Background: an optimization exercise with open tools, aiming at small area, a short achievable clock period and few clock cycles per item. Do not read the settings as production practice. Function was checked by simulation only, so behaviour that the tests miss may differ from the original. Power and IR drop assume default switching activity.

==> flow/design.v <==
`default_nettype none
package qrd_pkg;
    localparam int LINE_BITS        = 512;
    localparam int LINE_OFFSET_BITS = 6;
    localparam int BYTE_ADDR_BITS   = 48;
    localparam int LINE_ADDR_BITS   = BYTE_ADDR_BITS - LINE_OFFSET_BITS;
    localparam int NUM_LANES  = 3;
    localparam int VEC_LEN    = 2;
    localparam int FLOAT_BITS = 32;
    localparam int ROW_BITS   = 3;
    localparam int COL_BITS   = 2;
    localparam int CSR_ADDR_BITS = 3;
    localparam int CSR_DATA_BITS = 64;
    localparam logic [CSR_ADDR_BITS-1:0] CSR_IN_ADDR    = 3'd0;
    localparam logic [CSR_ADDR_BITS-1:0] CSR_START      = 3'd1;
    localparam logic [CSR_ADDR_BITS-1:0] CSR_OUT_ADDR   = 3'd2;
    localparam logic [CSR_ADDR_BITS-1:0] CSR_STATUS     = 3'd3;
    localparam logic [CSR_ADDR_BITS-1:0] CSR_LANE_CLEAR = 3'd5;
    localparam int VEC_BITS = VEC_LEN * FLOAT_BITS;
    localparam int CMD_RD_COL_LSB = 0;
    localparam int CMD_RD_ROW_LSB = CMD_RD_COL_LSB + COL_BITS;
    localparam int CMD_RD_EN_BIT  = CMD_RD_ROW_LSB + ROW_BITS;
    localparam int CMD_WR_VEC_LSB = CMD_RD_EN_BIT + 1;
    localparam int CMD_WR_COL_LSB = CMD_WR_VEC_LSB + VEC_BITS;
    localparam int CMD_WR_ROW_LSB = CMD_WR_COL_LSB + COL_BITS;
    localparam int CMD_WR_EN_BIT  = CMD_WR_ROW_LSB + ROW_BITS;
    localparam int REPLY_VALID_BIT = VEC_BITS;
    localparam int LANE_CMD_BITS   = CMD_WR_EN_BIT + 1;
    localparam int LANE_REPLY_BITS = VEC_BITS + 1;
endpackage
`default_nettype wire
`timescale 1ns/1ps
`default_nettype none
import qrd_pkg::*;
module qrd_csr_regs (
    input  logic                               clk,
    input  logic                               is_reset_signal_written,
    input  logic                               csr_cyc,
    input  logic                               csr_stb,
    input  logic                               csr_we,
    input  logic [qrd_pkg::CSR_ADDR_BITS-1:0]  csr_adr,
    input  logic [qrd_pkg::CSR_DATA_BITS-1:0]  csr_dat_w,
    input  logic                               busy,
    input  logic                               busy_q,
    input  logic                               done,
    input  logic [7:0]                         job_count,
    output logic                               csr_ack,
    output logic [qrd_pkg::CSR_DATA_BITS-1:0]  csr_dat_r,
    output logic [qrd_pkg::LINE_ADDR_BITS-1:0] in_line_addr,
    output logic [qrd_pkg::LINE_ADDR_BITS-1:0] out_line_addr,
    output logic                               wr_in_addr,
    output logic                               wr_out_addr,
    output logic                               start,
    output logic                               lane_clear
);
    logic wr_access;
    assign csr_ack    = csr_cyc && csr_stb && !is_reset_signal_written;
    assign wr_access  = csr_ack && csr_we;
    assign wr_in_addr = wr_access && (csr_adr == CSR_IN_ADDR);
    assign wr_out_addr = wr_access && (csr_adr == CSR_OUT_ADDR);
    assign start      = wr_access && (csr_adr == CSR_START);
    assign lane_clear = wr_access && (csr_adr == CSR_LANE_CLEAR) && !busy_q;
    always_comb begin
        case (csr_adr)
            CSR_IN_ADDR:  csr_dat_r = CSR_DATA_BITS'({in_line_addr, {LINE_OFFSET_BITS{1'b0}}});
            CSR_OUT_ADDR: csr_dat_r = CSR_DATA_BITS'({out_line_addr, {LINE_OFFSET_BITS{1'b0}}});
            CSR_STATUS:   csr_dat_r = CSR_DATA_BITS'({job_count, 6'b0, done, busy});
            default:      csr_dat_r = '0;
        endcase
    end
    always_ff @(posedge clk) begin
        if (wr_in_addr) begin
            in_line_addr <= csr_dat_w[BYTE_ADDR_BITS-1:LINE_OFFSET_BITS];
        end
        if (wr_out_addr) begin
            out_line_addr <= csr_dat_w[BYTE_ADDR_BITS-1:LINE_OFFSET_BITS];
        end
    end
endmodule
`default_nettype wire
`timescale 1ns/1ps
`default_nettype none
import qrd_pkg::*;
module qrd_job_ctrl #(
    parameter int NUM_LANES = qrd_pkg::NUM_LANES,
    parameter int IDX_BITS  = qrd_pkg::ROW_BITS + qrd_pkg::COL_BITS
) (
    input  logic                                  clk,
    input  logic                                  is_reset_signal_written,
    input  logic                                  wr_in_addr,
    input  logic                                  wr_out_addr,
    input  logic [qrd_pkg::LINE_ADDR_BITS-1:0]    wr_in_data,    
    input  logic                                  start,
    input  logic                                  lane_clear,
    input  logic [qrd_pkg::LINE_ADDR_BITS-1:0]    in_line_addr,
    input  logic [qrd_pkg::LINE_ADDR_BITS-1:0]    out_line_addr,
    input  logic                                  mem_ack,
    input  logic [qrd_pkg::LINE_BITS-1:0]         mem_dat_r,
    input  logic [NUM_LANES*qrd_pkg::LANE_REPLY_BITS-1:0] lane_reply,
    output logic                                  mem_cyc,
    output logic                                  mem_stb,
    output logic                                  mem_we,
    output logic [qrd_pkg::LINE_ADDR_BITS-1:0]    mem_adr,
    output logic [qrd_pkg::LINE_BITS-1:0]         mem_dat_w,
    output logic [NUM_LANES-1:0]                  lane_wr_en,
    output logic [NUM_LANES*IDX_BITS-1:0]         lane_wr_idx,
    output logic [NUM_LANES*qrd_pkg::VEC_BITS-1:0] lane_wr_vec,
    output logic [NUM_LANES-1:0]                  lane_rd_en,
    output logic [NUM_LANES*IDX_BITS-1:0]         lane_rd_idx,
    output logic                                  busy_q,
    output logic                                  busy,
    output logic                                  done,
    output logic [7:0]                            job_count
);
    localparam int CMD_BITS  = NUM_LANES * LANE_CMD_BITS;
    localparam int RES_BITS  = NUM_LANES * LANE_REPLY_BITS;
    localparam int S_IDLE  = 0;    
    localparam int S_READ  = 1;    
    localparam int S_READY = 2;    
    localparam int S_WRITE = 3;    
    logic [3:0]            st_q;
    logic [3:0]            st_d;
    logic                  stale_q;
    logic                  done_q;
    logic [7:0]            count_q;
    logic [7:0]            count_p1_q;
    logic [LINE_ADDR_BITS-1:0] mem_adr_q;
    logic [CMD_BITS-1:0]   cmd_q;
    logic [RES_BITS-1:0]   result_q;
    logic                  rd_ack;
    logic                  wr_ack;
    logic                  go;
    logic                  start_ok_q;
    logic                  mem_we_q;
    logic                  adr_idle_q;
    logic                  busy_d;
    logic                  done_d;
    logic [7:0]            count_d;
    logic                  ack_busy_q;
    logic                  ack_done_q;
    logic [7:0]            ack_count_q;
    logic [CMD_BITS-1:0]   rd_src;
    assign rd_ack = mem_ack && st_q[S_READ];
    assign wr_ack = mem_ack && st_q[S_WRITE];
    assign go     = start && !busy_q;
    assign mem_stb = st_q[S_READ] || st_q[S_WRITE]
                  || (st_q[S_IDLE] && wr_in_addr)
                  || (start_ok_q && start);
    assign mem_cyc = mem_stb;
    assign mem_we  = mem_we_q;
    assign mem_adr = adr_idle_q ? wr_in_data : mem_adr_q;
    assign mem_dat_w = LINE_BITS'(result_q);
    assign busy      = mem_ack ? ack_busy_q  : busy_q;
    assign done      = mem_ack ? ack_done_q  : done_q;
    assign job_count = mem_ack ? ack_count_q : count_q;
    assign busy_d  = go || (busy_q && !wr_ack);
    assign done_d  = wr_ack || (done_q && !go);
    assign count_d = wr_ack ? count_p1_q : count_q;
    always_comb begin
        st_d = st_q;
        if (st_q[S_IDLE] && (wr_in_addr || go)) begin
            st_d = 4'b0001 << S_READ;
        end
        if (st_q[S_READ] && rd_ack && !(stale_q || wr_in_addr)) begin
            st_d = (busy_q || go) ? (4'b0001 << S_WRITE) : (4'b0001 << S_READY);
        end
        if (st_q[S_READY] && wr_in_addr) begin
            st_d = 4'b0001 << S_READ;
        end else if (st_q[S_READY] && go) begin
            st_d = 4'b0001 << S_WRITE;
        end
        if (wr_ack) begin
            st_d = 4'b0001 << S_IDLE;
        end
    end
    always_ff @(posedge clk) begin
        if (is_reset_signal_written) begin
            st_q       <= 4'b0001 << S_IDLE;
            stale_q    <= 1'b0;
            busy_q     <= 1'b0;
            done_q     <= 1'b0;
            count_q    <= 8'd0;
            count_p1_q <= 8'd1;
        end else begin
            st_q   <= st_d;
            busy_q <= busy_d;
            done_q <= done_d;
            if (st_q[S_READ]) begin
                if (rd_ack) begin
                    stale_q <= 1'b0;
                end else if (wr_in_addr) begin
                    stale_q <= 1'b1;
                end
            end
            if (wr_ack) begin
                count_q    <= count_p1_q;
                count_p1_q <= count_p1_q + 8'd1;
            end
        end
    end
    always_ff @(posedge clk) begin
        if ((st_q[S_IDLE] || st_q[S_READY]) && wr_in_addr) begin
            mem_adr_q <= wr_in_data;
        end else if (st_q[S_IDLE] && go) begin
            mem_adr_q <= in_line_addr;
        end else if (rd_ack && (stale_q || wr_in_addr)) begin
            mem_adr_q <= wr_in_addr ? wr_in_data : in_line_addr;
        end else if (rd_ack || st_q[S_READY]) begin
            mem_adr_q <= wr_out_addr ? wr_in_data : out_line_addr;
        end
    end
    always_ff @(posedge clk) begin
        if (is_reset_signal_written) begin
            start_ok_q  <= 1'b0;
            mem_we_q    <= 1'b0;
            adr_idle_q  <= 1'b1;
            ack_busy_q  <= 1'b0;
            ack_done_q  <= 1'b0;
            ack_count_q <= 8'd0;
        end else begin
            start_ok_q  <= st_d[S_READY] && !lane_clear;
            mem_we_q    <= st_d[S_READY] || st_d[S_WRITE];
            adr_idle_q  <= !(st_d[S_READ] || st_d[S_READY] || st_d[S_WRITE]);
            ack_busy_q  <= busy_d && !st_d[S_WRITE];
            ack_done_q  <= done_d || st_d[S_WRITE];
            ack_count_q <= st_d[S_WRITE] ? count_p1_q : count_d;
        end
    end
    always_ff @(posedge clk) begin
        if (st_q[S_READ]) begin
            cmd_q <= mem_dat_r[CMD_BITS-1:0];
        end
    end
    assign rd_src = mem_ack ? mem_dat_r[CMD_BITS-1:0] : cmd_q;
    always_ff @(posedge clk) begin
        result_q <= lane_reply;
    end
    for (genvar k = 0; k < NUM_LANES; k++) begin : g_lane
        assign lane_wr_en[k]  = wr_ack && cmd_q[k*LANE_CMD_BITS + CMD_WR_EN_BIT];
        assign lane_wr_idx[k*IDX_BITS +: IDX_BITS] = cmd_q[k*LANE_CMD_BITS + CMD_WR_COL_LSB +: IDX_BITS];
        assign lane_wr_vec[k*VEC_BITS +: VEC_BITS] = cmd_q[k*LANE_CMD_BITS + CMD_WR_VEC_LSB +: VEC_BITS];
        assign lane_rd_en[k]  = rd_src[k*LANE_CMD_BITS + CMD_RD_EN_BIT];
        assign lane_rd_idx[k*IDX_BITS +: IDX_BITS] = rd_src[k*LANE_CMD_BITS + CMD_RD_COL_LSB +: IDX_BITS];
    end
endmodule
`default_nettype wire
`timescale 1ns/1ps
`default_nettype none
import qrd_pkg::*;
module qrd_lane_store #(
    parameter int ROW_BITS = qrd_pkg::ROW_BITS,
    parameter int COL_BITS = qrd_pkg::COL_BITS
) (
    input  logic                                  clk,
    input  logic                                  is_reset_signal_written,
    input  logic                                  lane_clear,
    input  logic                                  wr_req,
    input  logic [ROW_BITS+COL_BITS-1:0]          wr_idx,
    input  logic [qrd_pkg::VEC_BITS-1:0]          wr_vec,
    input  logic                                  rd_en,
    input  logic [ROW_BITS+COL_BITS-1:0]          rd_idx,
    output logic [qrd_pkg::LANE_REPLY_BITS-1:0]   reply
);
    localparam int ENTRIES = 1 << (ROW_BITS + COL_BITS);
    logic [VEC_BITS-1:0] store [0:ENTRIES-1];
    logic [ENTRIES-1:0]  entry_valid;
    logic [ENTRIES-1:0]  wr_sel_q;
    always_ff @(posedge clk) begin
        if (is_reset_signal_written) begin
            wr_sel_q <= '0;
        end else begin
            for (int e = 0; e < ENTRIES; e++) begin
                wr_sel_q[e] <= wr_req && (wr_idx == e);
            end
        end
    end
    always_ff @(posedge clk) begin
        if (is_reset_signal_written || lane_clear) begin
            entry_valid <= '0;
        end else begin
            entry_valid <= entry_valid | wr_sel_q;
        end
    end
    always_ff @(posedge clk) begin
        for (int e = 0; e < ENTRIES; e++) begin
            if (wr_sel_q[e]) begin
                store[e] <= wr_vec;
            end
        end
    end
    logic [ENTRIES-1:0]  rd_sel;
    logic [VEC_BITS-1:0] rd_vec;
    logic rd_hit;
    always_comb begin
        for (int e = 0; e < ENTRIES; e++) begin
            rd_sel[e] = (rd_idx == e);
        end
        rd_vec = '0;
        for (int e = 0; e < ENTRIES; e++) begin
            rd_vec = rd_vec | ({VEC_BITS{rd_sel[e]}} & store[e]);
        end
        rd_hit = rd_en && entry_valid[rd_idx];
        rd_vec = rd_vec & {VEC_BITS{rd_hit}};
    end
    assign reply = {rd_en, rd_vec};
endmodule
`default_nettype wire
`timescale 1ns/1ps
`default_nettype none
import qrd_pkg::*;
module qrd_top #(
    parameter int NUM_LANES = qrd_pkg::NUM_LANES,
    parameter int ROW_BITS  = qrd_pkg::ROW_BITS,
    parameter int COL_BITS  = qrd_pkg::COL_BITS
) (
    input  logic                               clk,
    input  logic                               is_reset_signal_written,
    input  logic                               csr_cyc,
    input  logic                               csr_stb,
    input  logic                               csr_we,
    input  logic [qrd_pkg::CSR_ADDR_BITS-1:0]  csr_adr,
    input  logic [qrd_pkg::CSR_DATA_BITS-1:0]  csr_dat_w,
    input  logic                               mem_ack,
    input  logic [qrd_pkg::LINE_BITS-1:0]      mem_dat_r,
    output logic                               csr_ack,
    output logic [qrd_pkg::CSR_DATA_BITS-1:0]  csr_dat_r,
    output logic                               mem_cyc,
    output logic                               mem_stb,
    output logic                               mem_we,
    output logic [qrd_pkg::LINE_ADDR_BITS-1:0] mem_adr,
    output logic [qrd_pkg::LINE_BITS-1:0]      mem_dat_w
);
    localparam int IDX_BITS = ROW_BITS + COL_BITS;
    logic [LINE_ADDR_BITS-1:0]   in_line_addr;
    logic [LINE_ADDR_BITS-1:0]   out_line_addr;
    logic                        wr_in_addr;
    logic                        wr_out_addr;
    logic                        start;
    logic                        lane_clear;
    logic                        busy_q;
    logic                        busy;
    logic                        done;
    logic [7:0]                  job_count;
    logic [NUM_LANES-1:0]        lane_wr_en;
    logic [NUM_LANES*IDX_BITS-1:0] lane_wr_idx;
    logic [NUM_LANES*VEC_BITS-1:0] lane_wr_vec;
    logic [NUM_LANES-1:0]        lane_rd_en;
    logic [NUM_LANES*IDX_BITS-1:0] lane_rd_idx;
    logic [NUM_LANES*LANE_REPLY_BITS-1:0] lane_reply;
    qrd_csr_regs i_csr_regs (
        .clk                     (clk),
        .is_reset_signal_written (is_reset_signal_written),
        .csr_cyc                 (csr_cyc),
        .csr_stb                 (csr_stb),
        .csr_we                  (csr_we),
        .csr_adr                 (csr_adr),
        .csr_dat_w               (csr_dat_w),
        .busy                    (busy),
        .busy_q                  (busy_q),
        .done                    (done),
        .job_count               (job_count),
        .csr_ack                 (csr_ack),
        .csr_dat_r               (csr_dat_r),
        .in_line_addr            (in_line_addr),
        .out_line_addr           (out_line_addr),
        .wr_in_addr              (wr_in_addr),
        .wr_out_addr             (wr_out_addr),
        .start                   (start),
        .lane_clear              (lane_clear)
    );
    qrd_job_ctrl #(
        .NUM_LANES (NUM_LANES),
        .IDX_BITS  (IDX_BITS)
    ) i_job_ctrl (
        .clk                     (clk),
        .is_reset_signal_written (is_reset_signal_written),
        .wr_in_addr              (wr_in_addr),
        .wr_out_addr             (wr_out_addr),
        .wr_in_data              (csr_dat_w[BYTE_ADDR_BITS-1:LINE_OFFSET_BITS]),
        .start                   (start),
        .lane_clear              (lane_clear),
        .in_line_addr            (in_line_addr),
        .out_line_addr           (out_line_addr),
        .mem_ack                 (mem_ack),
        .mem_dat_r               (mem_dat_r),
        .lane_reply              (lane_reply),
        .mem_cyc                 (mem_cyc),
        .mem_stb                 (mem_stb),
        .mem_we                  (mem_we),
        .mem_adr                 (mem_adr),
        .mem_dat_w               (mem_dat_w),
        .lane_wr_en              (lane_wr_en),
        .lane_wr_idx             (lane_wr_idx),
        .lane_wr_vec             (lane_wr_vec),
        .lane_rd_en              (lane_rd_en),
        .lane_rd_idx             (lane_rd_idx),
        .busy_q                  (busy_q),
        .busy                    (busy),
        .done                    (done),
        .job_count               (job_count)
    );
    for (genvar k = 0; k < NUM_LANES; k++) begin : g_lane
        qrd_lane_store #(
            .ROW_BITS (ROW_BITS),
            .COL_BITS (COL_BITS)
        ) i_lane_store (
            .clk                     (clk),
            .is_reset_signal_written (is_reset_signal_written),
            .lane_clear              (lane_clear),
            .wr_req                  (lane_wr_en[k]),
            .wr_idx                  (lane_wr_idx[k*IDX_BITS +: IDX_BITS]),
            .wr_vec                  (lane_wr_vec[k*VEC_BITS +: VEC_BITS]),
            .rd_en                   (lane_rd_en[k]),
            .rd_idx                  (lane_rd_idx[k*IDX_BITS +: IDX_BITS]),
            .reply                   (lane_reply[k*LANE_REPLY_BITS +: LANE_REPLY_BITS])
        );
    end
endmodule
`default_nettype wire
==> flow/run.sh <==
#!/bin/bash
# synth_recipe.tcl (not shown) runs the flow's synth.tcl, then flattens the netlist and writes it again
# the make line also repeats each setting of config.mk as NAME=value (left out here)
make -C /OpenROAD-flow-scripts/flow DESIGN_CONFIG=/design/flow/config.mk WORK_HOME=/design/flow/orfs CLKGATE_MAP_FILE= SYNTH_SCRIPT=/design/flow/synth_recipe.tcl finish
==> flow/config.mk <==
export PLATFORM = sky130hd
export DESIGN_NAME = qrd_top
export DESIGN_NICKNAME = qrd_top
export VERILOG_FILES = /design/flow/design.v
export SDC_FILE = /design/flow/constraint.sdc
export NUM_CORES = 4
export LEC_CHECK = 0
export CAP_MARGIN = 20
export CORE_MARGIN = 2
export CORE_UTILIZATION = 45
export CTS_CLUSTER_DIAMETER = 100
export CTS_CLUSTER_SIZE = 24
export SETUP_SLACK_MARGIN = 2.1
export SLEW_MARGIN = 20
export TNS_END_PERCENT = 10
==> flow/constraint.sdc <==
create_clock -name core_clock -period 5.0 [get_ports {clk}]
set_input_delay 1.0000 -clock core_clock [delete_from_list [all_inputs] [get_ports {clk}]]
set_output_delay 1.0000 -clock core_clock [all_outputs]
set_load 0.01 [all_outputs]
==> impl_metrics.py, run 1 <==
metrics = {
    "grt": {
        "overflow": 0,
        "grt_pass1_wl_mm": 1120,
        "antenna_found_initial": 56,
        "first_global_vias": 134701,
        "grt_use_total": 0.288,
        "grt_max_degree": 66,
    },
    "floorplanning": {
        "die-area_sq_um": 558000,
        "io-pin-count": 1207,
        "dieHeight_um": 747,
        "start_util": 0.452,
        "coreArea_sq_um": 549000,
        "rows": 272,
        "die_w_um": 747,
    },
    "power": {
        "power.switching_mw": 20.5,
        "switching_share": 0.210,
        "comb_power_share": 0.030,
        "peakVddDrop_uv": 288,
        "power.density_nw_per_um2": 349,
        "p_clk_frac": 0.324,
        "p_total_mw": 97.3,
        "p_leak_nw": 87.4,
        "intPower_mw": 76.8,
        "seq_power_share": 0.645,
    },
    "synthesis": {
        "synth_mux_area_frac": 0.00932,
        "synth.ff_latch_count": 6921,
        "syn_area_sq_um": 248000,
        "syn_inst": 13732,
        "synth-xor-area-share": 0.000141,
        "synth.area.top_cells": "edfxtp_1 (78%), a22oi_1 (7.7%), dfxtp_1 (4.1%)",
        "synth_top_family_by_area": "compound AO/OA/AOI/OAI gates",
        "netlist.area_leader.share": 0.776,
        "synthSimpleGateAreaFrac": 0.0396,
        "synth-compound-area-share": 0.111,
        "ys_top_cells_by_count": "edfxtp_1 (6414), a22oi_1 (2534), nand2_1 (728), dfxtp_1 (507), nor2_1 (400)",
        "synthArstFlopShare": 0,
        "netlist.top_cell.by_area": "edfxtp_1",
        "synth.avg_cell_area_sq_um": 18.1,
        "synth_cell_types": 73,
        "synth_edf_count": 6414,
        "yosys.area_share.adder": 0.0000504,
        "seq_area_frac_synth": 0.816,
        "yosysMostFrequentCell": "edfxtp_1",
        "synth_ff_type": "edfxtp_1",
        "yosysWarnings": 4,
    },
    "sta": {
        "grt_setup_unrepaired": "yes",
        "fmax_mhz": 301,
        "fin_skew_ps": 90.3,
        "tns_ps": 0,
        "worstMarginPinSlew_ps": 1190,
        "min_period_ps": 3320,
        "max_slew_margin": 0.207,
        "slew_violations": 0,
        "hold_viol_final": 0,
        "fin_crit_sh": 0.664,
        "finalSetupViolCount": 0,
    },
    "clock_tree": {
        "clkSlewWorstSetupHoldPaths_ps": 100,
        "cts_hold_buf": 0,
        "tritoncts": "done",
        "cts-root-buf": "clkbuf_16",
        "clock-sinks": 6921,
        "insertion_delay_ps": 1100,
        "cts_buffers": 334,
        "htreeDepth": 5,
        "cts_buffer_depth": 4,
    },
    "worst_setup_path": {
        "critPathMaxFanout": 1,
        "crit_path_max_incr_delay_ps": 650,
        "rr_startpoint": "i_job_ctrl.cmd_q[156]",
        "timing.critical_path.buf_inv": 1,
        "worstSetupStartpointType": "register",
        "critical_path_arrival_ps": 2320,
        "reg2regPathDepth": 9,
        "required_ps": 4000,
        "ff2ff_setup_slack_ps": 1830,
        "crit_family": "buffers and inverters",
        "r2r_end": "i_job_ctrl.result_q[145]",
        "crit_start": "i_job_ctrl.result_q[111]",
        "crit_chain": "clkdlybuf4s50_1",
        "path_class": "register to output pin",
        "crit_slowest_cell": "clkdlybuf4s50_1",
        "worst_setup_path_end_kind": "output pin",
    },
    "routing": {
        "via_per_inst": 6.56,
        "vias": 146082,
        "dr.pass1.iters": 7,
        "drt-initial-drc-count": 23174,
        "drc": 0,
        "wl_per_cell_um": 37.7,
        "ant_nets": 0,
        "drt-total-wl_mm": 840,
    },
    "finish": {
        "nNetsFinal": 15263,
        "syn2layout_area_growth_pct": 12.3,
        "final_util": 0.508,
        "drive_above_1_share": 0.114,
    },
    "place": {
        "dp_hpwl_mm": 445,
        "routabilityCongestion": 0.799,
        "io_buffer_count": 563,
    },
    "job": {
        "drv_cap": 0,
    },
    "hold_path": {
        "hold_path_depth": 1,
        "min-delay-start": "mem_dat_r[78]",
        "min_to": "i_job_ctrl.cmd_q[78]",
        "hold_path.class": "primary input to register",
    },
    "outcome": {
        "status": "no timing/DRC/antenna violations",
    },
}
-- state kept, by name, indices dropped and copies added, names as in the netlist, 4 cells and up --
register / cells
i_job_ctrl.count_p1_q: 8
i_csr_regs.in_line_addr: 42
i_job_ctrl.ack_count_q: 8
i_job_ctrl.st_q: 4
i_job_ctrl.result_q: 195
i_csr_regs.out_line_addr: 42
g_lane.i_lane_store.store: 6144
g_lane.i_lane_store.entry_valid: 96
i_job_ctrl.count_q: 8
i_job_ctrl.cmd_q: 228
g_lane.i_lane_store.wr_sel_q: 96
i_job_ctrl.mem_adr_q: 42
-- cell usage in the layout, fill, tap and decap left out, drive strengths merged, types with 201 or more instances in the layout --
master / instances
conb: 337
edfxtp: 6414
a22oi: 2612
dfxtp: 507
nor2: 400
a22o: 212
a221oi: 201
clkbuf: 579
clkdlybuf4s50: 455
buf: 866
nand2: 728
nand4: 224
-- cells by family (layout without fill, tap and decap cells) --
kind of cell	after synthesis	after routing
AND/OR/NAND/NOR	2009	2009
multiplexers	195	195
other	1	406
AO/OA/AOI/OAI	3509	3511
flip-flops	6921	6921
buffers and inverters	1092	1967
adder cells (fa/ha/maj)	1	1
XOR/XNOR	4	4
-- worst register-to-register path, stage by stage (launching register included) --
cell	delay (ps)
edfxtp_1	570
or4_1	730
a22oi_2	300
buf_12	270
buf_4	450
a22oi_1	120
nand2_1	100
nor3_1	70
a21oi_2	310
buf_4	170
-- final cells by class --
| cell class | instances | area, sq um |
|---|---|---|
| clock buffers | 564 | 9320 |
| flip-flops and latches | 6921 | 203000 |
| diodes | 69 | 173 |
| well taps | 7261 | 9080 |
| repair buffers | 1358 | 14900 |
| inverters | 5 | 18.8 |
| fillers | 44064 | 270000 |
| clock inverters | 40 | 683 |
| multi-input cells | 6057 | 41600 |
-- per-stage QoR --
step                      hold slack (ps)  instances  area, sq um  setup slack, ps
after floorplan                       426      14068       250000             1340
after global placement                439      21436       266000              202
after detailed placement              449      21438       266000              227
after CTS                             395      22089       277000             1620
after global routing                  365      22215       279000             1690
final                                 382      22275       279000             1680
-- timing repair --
item                                   in CTS  in global routing
setup buffers                              38                 99
cloned                                      9                 16
pin swaps                                  31                 30
setup endpoints to repair                 515                477
resized for setup                         435                182
endpoints found under the hold margin       0                  0
-- power groups by stage --
stage | combinational [mW] | sequential (mW) | clock, mW
floorplan | 1.46 | 64.1 | 0
global placement | 2.74 | 64.1 | 0
detailed placement | 2.74 | 64.1 | 0
CTS | 2.80 | 62.8 | 31.7
global route | 3.08 | 62.8 | 33.6
finish | 2.95 | 62.8 | 31.5
-- worst max-delay path by stage --
stage | end | cells past startpoint | slack [ps]
final | mem_dat_w[111] | 1 | 1680
after global routing | mem_adr[22] | 5 | 1690
after CTS | mem_adr[32] | 4 | 1620
after detailed placement | i_job_ctrl.result_q[98] | 9 | 230
after global placement | i_job_ctrl.result_q[98] | 9 | 200
after floorplan | i_job_ctrl.mem_adr_q[0] | 2 | 1340
-- metal layers --
layer  share of wire  up-vias  track usage  wire length, um
met2            0.46    10229        0.455           385000
met1            0.38    76890        0.408           320000
met5         0.00016        -            0              134
met3            0.12     1439       0.0495           100000
met4           0.041       20       0.0939            34300
li1                -    57504            -                -
Testbench counts, summed over its fixed seeds: cycles 11,012, jobs 2,000.
==> run 2: changes to the inputs <==
--- a/flow/design.v
+++ b/flow/design.v
@@ -123,7 +123,6 @@
     logic                  stale_q;
     logic                  done_q;
     logic [7:0]            count_q;
-    logic [7:0]            count_p1_q;
     logic [LINE_ADDR_BITS-1:0] mem_adr_q;
     logic [CMD_BITS-1:0]   cmd_q;
     logic [RES_BITS-1:0]   result_q;
@@ -136,9 +135,6 @@
     logic                  busy_d;
     logic                  done_d;
     logic [7:0]            count_d;
-    logic                  ack_busy_q;
-    logic                  ack_done_q;
-    logic [7:0]            ack_count_q;
     logic [CMD_BITS-1:0]   rd_src;
     assign rd_ack = mem_ack && st_q[S_READ];
     assign wr_ack = mem_ack && st_q[S_WRITE];
@@ -150,12 +146,12 @@
     assign mem_we  = mem_we_q;
     assign mem_adr = adr_idle_q ? wr_in_data : mem_adr_q;
     assign mem_dat_w = LINE_BITS'(result_q);
-    assign busy      = mem_ack ? ack_busy_q  : busy_q;
-    assign done      = mem_ack ? ack_done_q  : done_q;
-    assign job_count = mem_ack ? ack_count_q : count_q;
+    assign busy      = busy_q;
+    assign done      = done_q;
+    assign job_count = count_q;
     assign busy_d  = go || (busy_q && !wr_ack);
     assign done_d  = wr_ack || (done_q && !go);
-    assign count_d = wr_ack ? count_p1_q : count_q;
+    assign count_d = wr_ack ? count_q + 8'd1 : count_q;
     always_comb begin
         st_d = st_q;
         if (st_q[S_IDLE] && (wr_in_addr || go)) begin
@@ -180,7 +176,6 @@
             busy_q     <= 1'b0;
             done_q     <= 1'b0;
             count_q    <= 8'd0;
-            count_p1_q <= 8'd1;
         end else begin
             st_q   <= st_d;
             busy_q <= busy_d;
@@ -192,10 +187,7 @@
                     stale_q <= 1'b1;
                 end
             end
-            if (wr_ack) begin
-                count_q    <= count_p1_q;
-                count_p1_q <= count_p1_q + 8'd1;
-            end
+            count_q <= count_d;
         end
     end
     always_ff @(posedge clk) begin
@@ -214,16 +206,10 @@
             start_ok_q  <= 1'b0;
             mem_we_q    <= 1'b0;
             adr_idle_q  <= 1'b1;
-            ack_busy_q  <= 1'b0;
-            ack_done_q  <= 1'b0;
-            ack_count_q <= 8'd0;
         end else begin
             start_ok_q  <= st_d[S_READY] && !lane_clear;
             mem_we_q    <= st_d[S_READY] || st_d[S_WRITE];
             adr_idle_q  <= !(st_d[S_READ] || st_d[S_READY] || st_d[S_WRITE]);
-            ack_busy_q  <= busy_d && !st_d[S_WRITE];
-            ack_done_q  <= done_d || st_d[S_WRITE];
-            ack_count_q <= st_d[S_WRITE] ? count_p1_q : count_d;
         end
     end
     always_ff @(posedge clk) begin
==> run 2 against run 1 <==
Net effect:
- routed wire length grew 0.70%
- worst hold slack gained 75 ps
- highest routed layer unchanged
- final area is essentially flat
- fmax grew 0.43%
- sequential share of layout area shrank 0.12 points
- largest power group unchanged
- still clean on timing, DRC and antenna
- non-clock buffer count grew 43
- worst setup slack gained 14 ps
- critical path type is now primary input to output pin
- cell count shrank 0.85%
==> impl_metrics.py, run 2 <==
metrics = {
    "routing": {
        "ant_nets": 0,
        "via_per_inst": 6.60,
        "wl_per_cell_um": 38.3,
        "drc": 0,
        "drt-initial-drc-count": 22806,
        "drt-total-wl_mm": 846,
        "vias": 145824,
        "dr.pass1.iters": 6,
    },
    "synthesis": {
        "yosysWarnings": 4,
        "synth.area.top_cells": "edfxtp_1 (78%), a22oi_1 (7.3%), dfxtp_1 (3.9%)",
        "netlist.area_leader.share": 0.776,
        "synth.avg_cell_area_sq_um": 18.4,
        "synthArstFlopShare": 0,
        "netlist.top_cell.by_area": "edfxtp_1",
        "synth_cell_types": 74,
        "syn_area_sq_um": 248000,
        "seq_area_frac_synth": 0.815,
        "syn_inst": 13521,
        "synth_ff_type": "edfxtp_1",
        "ys_top_cells_by_count": "edfxtp_1 (6414), a22oi_1 (2425), nand2_1 (538), dfxtp_1 (489), buf_4 (402)",
        "synth_edf_count": 6414,
        "synth.ff_latch_count": 6903,
        "yosysMostFrequentCell": "edfxtp_1",
    },
    "clock_tree": {
        "htreeDepth": 5,
        "cts-root-buf": "clkbuf_16",
        "clock-sinks": 6903,
        "insertion_delay_ps": 1060,
        "clkSlewWorstSetupHoldPaths_ps": 70,
        "cts_buffer_depth": 4,
        "tritoncts": "done",
        "cts_buffers": 333,
        "cts_hold_buf": 0,
    },
    "finish": {
        "max_flop_register": "g_lane.i_lane_store.store",
        "final_common_cell": "edfxtp_1",
        "drive_above_1_share": 0.117,
        "largest_reg_flops": 6144,
        "num-fill-cells": 44169,
        "layout_common_cells": "edfxtp_1 (6414), a22oi_1 (2425), buf_4 (538)",
        "syn2layout_area_growth_pct": 12.3,
        "reg.largest.list": "g_lane.i_lane_store.store: 6144 flops, i_job_ctrl.cmd_q: 228 flops, i_job_ctrl.result_q: 195 flops",
        "layoutNonFillerInstCount": 22086,
        "nNetsFinal": 15104,
    },
    "floorplanning": {
        "rows": 272,
        "dieHeight_um": 747,
        "start_util": 0.452,
        "die-area_sq_um": 558000,
        "io-pin-count": 1207,
        "coreArea_sq_um": 549000,
        "die_w_um": 747,
    },
    "power": {
        "power.density_nw_per_um2": 347,
        "p_leak_nw": 86.4,
        "peakVddDrop_uv": 288,
    },
    "sta": {
        "worstMarginPinSlew_ps": 1150,
        "fmax_mhz": 303,
        "min_period_ps": 3300,
        "fin_skew_ps": 110,
        "finalSetupViolCount": 0,
        "fin_crit_sh": 0.661,
        "grt_setup_unrepaired": "yes",
        "tns_ps": 0,
        "hold_viol_final": 0,
        "slew_violations": 0,
        "max_slew_margin": 0.231,
    },
    "grt": {
        "first_global_vias": 133622,
        "grt_pass1_wl_mm": 1130,
        "met3_usage": 0.0475,
        "grt.busiest_layer": "met2",
        "overflow": 0,
        "grt_use_total": 0.291,
        "grt_max_degree": 73,
        "use_met1": 0.411,
        "antenna_found_initial": 39,
        "grt_util_met2": 0.466,
    },
    "worst_setup_path": {
        "path_class": "primary input to output pin",
        "required_ps": 4000,
        "critPathMaxFanout": 5,
        "worstSetupStartpointType": "primary input",
        "critical_path_arrival_ps": 2300,
        "reg2regPathDepth": 7,
        "worst_setup_path_end_kind": "output pin",
    },
    "outcome": {
        "status": "no timing/DRC/antenna violations",
    },
    "place": {
        "dp_hpwl_mm": 446,
        "io_buffer_count": 563,
        "routabilityCongestion": 0.794,
        "dp.cells": 21257,
    },
    "hold_path": {
        "hold_path.class": "register to register",
        "hold_path_depth": 1,
    },
    "job": {
        "drv_cap": 0,
    },
}
==> run 2: logic make-up (layout without fill, tap and decap cells) <==
kind of cell,count (synthesis),count (layout),share of synthesized area
adder cells (fa/ha/maj),1,1,0.0000504
AO/OA/AOI/OAI,3636,3636,0.116
buffers and inverters,1080,2002,0.0244
other,1,383,0.0000151
flip-flops,6903,6903,0.815
multiplexers,184,184,0.00846
XOR/XNOR,5,5,0.000176
AND/OR/NAND/NOR,1711,1711,0.0359
==> run 2: worst max-delay path, stage by stage <==
cell     delay (ps)
buf_12          110
buf_12          120
nor3b_4         220
buf_12          150
buf_6           100
buf_12          100
buf_6           100
buf_16          110
a22o_1          160
buf_6           120
==> run 2: per-stage QoR <==
step / hold slack (ps) / util / cell area [sq um] / power (mW) / setup slack [ps]
global placement: 428 / 0.484 / 266000 / 66.6 / 332
detailed placement: 436 / 0.485 / 266000 / 66.6 / 313
floorplan: 420 / - / 250000 / 65.3 / 1400
finish: 456 / 0.508 / 279000 / 96.8 / 1700
CTS: 421 / 0.505 / 277000 / 96.9 / 1670
global route: 456 / 0.508 / 279000 / 99.0 / 1660
==> run 2: path summary, 6_finish.rpt <==
path / slack (ps) / to / start
max: 1700 / csr_dat_r[17] / csr_adr[0]
min: 460 / g_lane[0].i_lane_store.entry_valid[23] / g_lane[0].i_lane_store.entry_valid[23]
min reg2reg: 460 / g_lane[0].i_lane_store.entry_valid[23] / g_lane[0].i_lane_store.entry_valid[23]
max reg2reg: 1880 / i_job_ctrl.result_q[22] / i_job_ctrl.cmd_q[0]
==> run 2: what timing repair did <==
action / CTS / global route
cloned: 11 / 8
pin swaps: 18 / 38
buffers inserted: 53 / 100
setup endpoints to repair: 521 / 502
gates resized for setup: 491 / 83
==> run 2: cell type report <==
| cell class | count | area (sq um) | share of cell area |
|---|---|---|---|
| clock inverter | 39 | 649 | 0.00233 |
| sequential | 6903 | 203000 | 0.727 |
| antenna | 46 | 115 | 0.000413 |
| timing repair buffer | 1401 | 15600 | 0.0558 |
| inverter | 5 | 18.8 | 0.0000673 |
| multi-input combinational | 5874 | 41400 | 0.149 |
| clock buffer | 557 | 9260 | 0.0332 |
| tap | 7261 | 9080 | 0.0326 |
==> run 2: power breakdown <==
part / internal, mW / switching, mW / leakage [nW]
clock network: 13.1 / 18.3 / 4.71
registers: 62.4 / 0.265 / 61.7
logic: 1.20 / 1.66 / 20.0
==> run 2: routing by layer <==
metal | part of all wire | vias to the layer above
li1 | - | 57101
met1 | 0.38 | 76983
met2 | 0.47 | 10299
met3 | 0.12 | 1419
met4 | 0.038 | 22
met5 | 0.00017 | -
Testbench counts of run 2, summed over its fixed seeds: cycles 12,932, jobs 2,000.

[what the ideal ports hide]
How much do the figures lean on ideal ports? The routed layouts below were timed once more, with nothing changed but the port constraints.
Step 1 sets driving cells, clkbuf_16 on the clock port and buf_2 on the other inputs (assumed; they add their load-dependent delay and slew).
Step 2 times the ports against the registers' clock, not the clock port: input delays grow and output delays shrink by t, the midpoint of the rising clock arrivals with the driver on.
a / b / c = no drivers / after step 1 / after step 2; a / b = the first two.
run | t, ns | setup slack, ns | hold slack, ns | worst setup path after step 2 | latest minus earliest clock arrival (ns)
run 1 | 1.167 | 1.682 / 1.507 / 0.448 | 0.382 / 0.354 / 0.469 | input to register | 0.125 / 0.125
run 2 | 1.121 | 1.697 / 1.600 / 0.700 | 0.456 / 0.414 / 0.456 | input to register | 0.110 / 0.110
After both steps setup and hold are still met in every run listed. The setup slack of run 1, which loses most, moves by -0.175 ns with the drivers and by -1.234 ns with both steps.
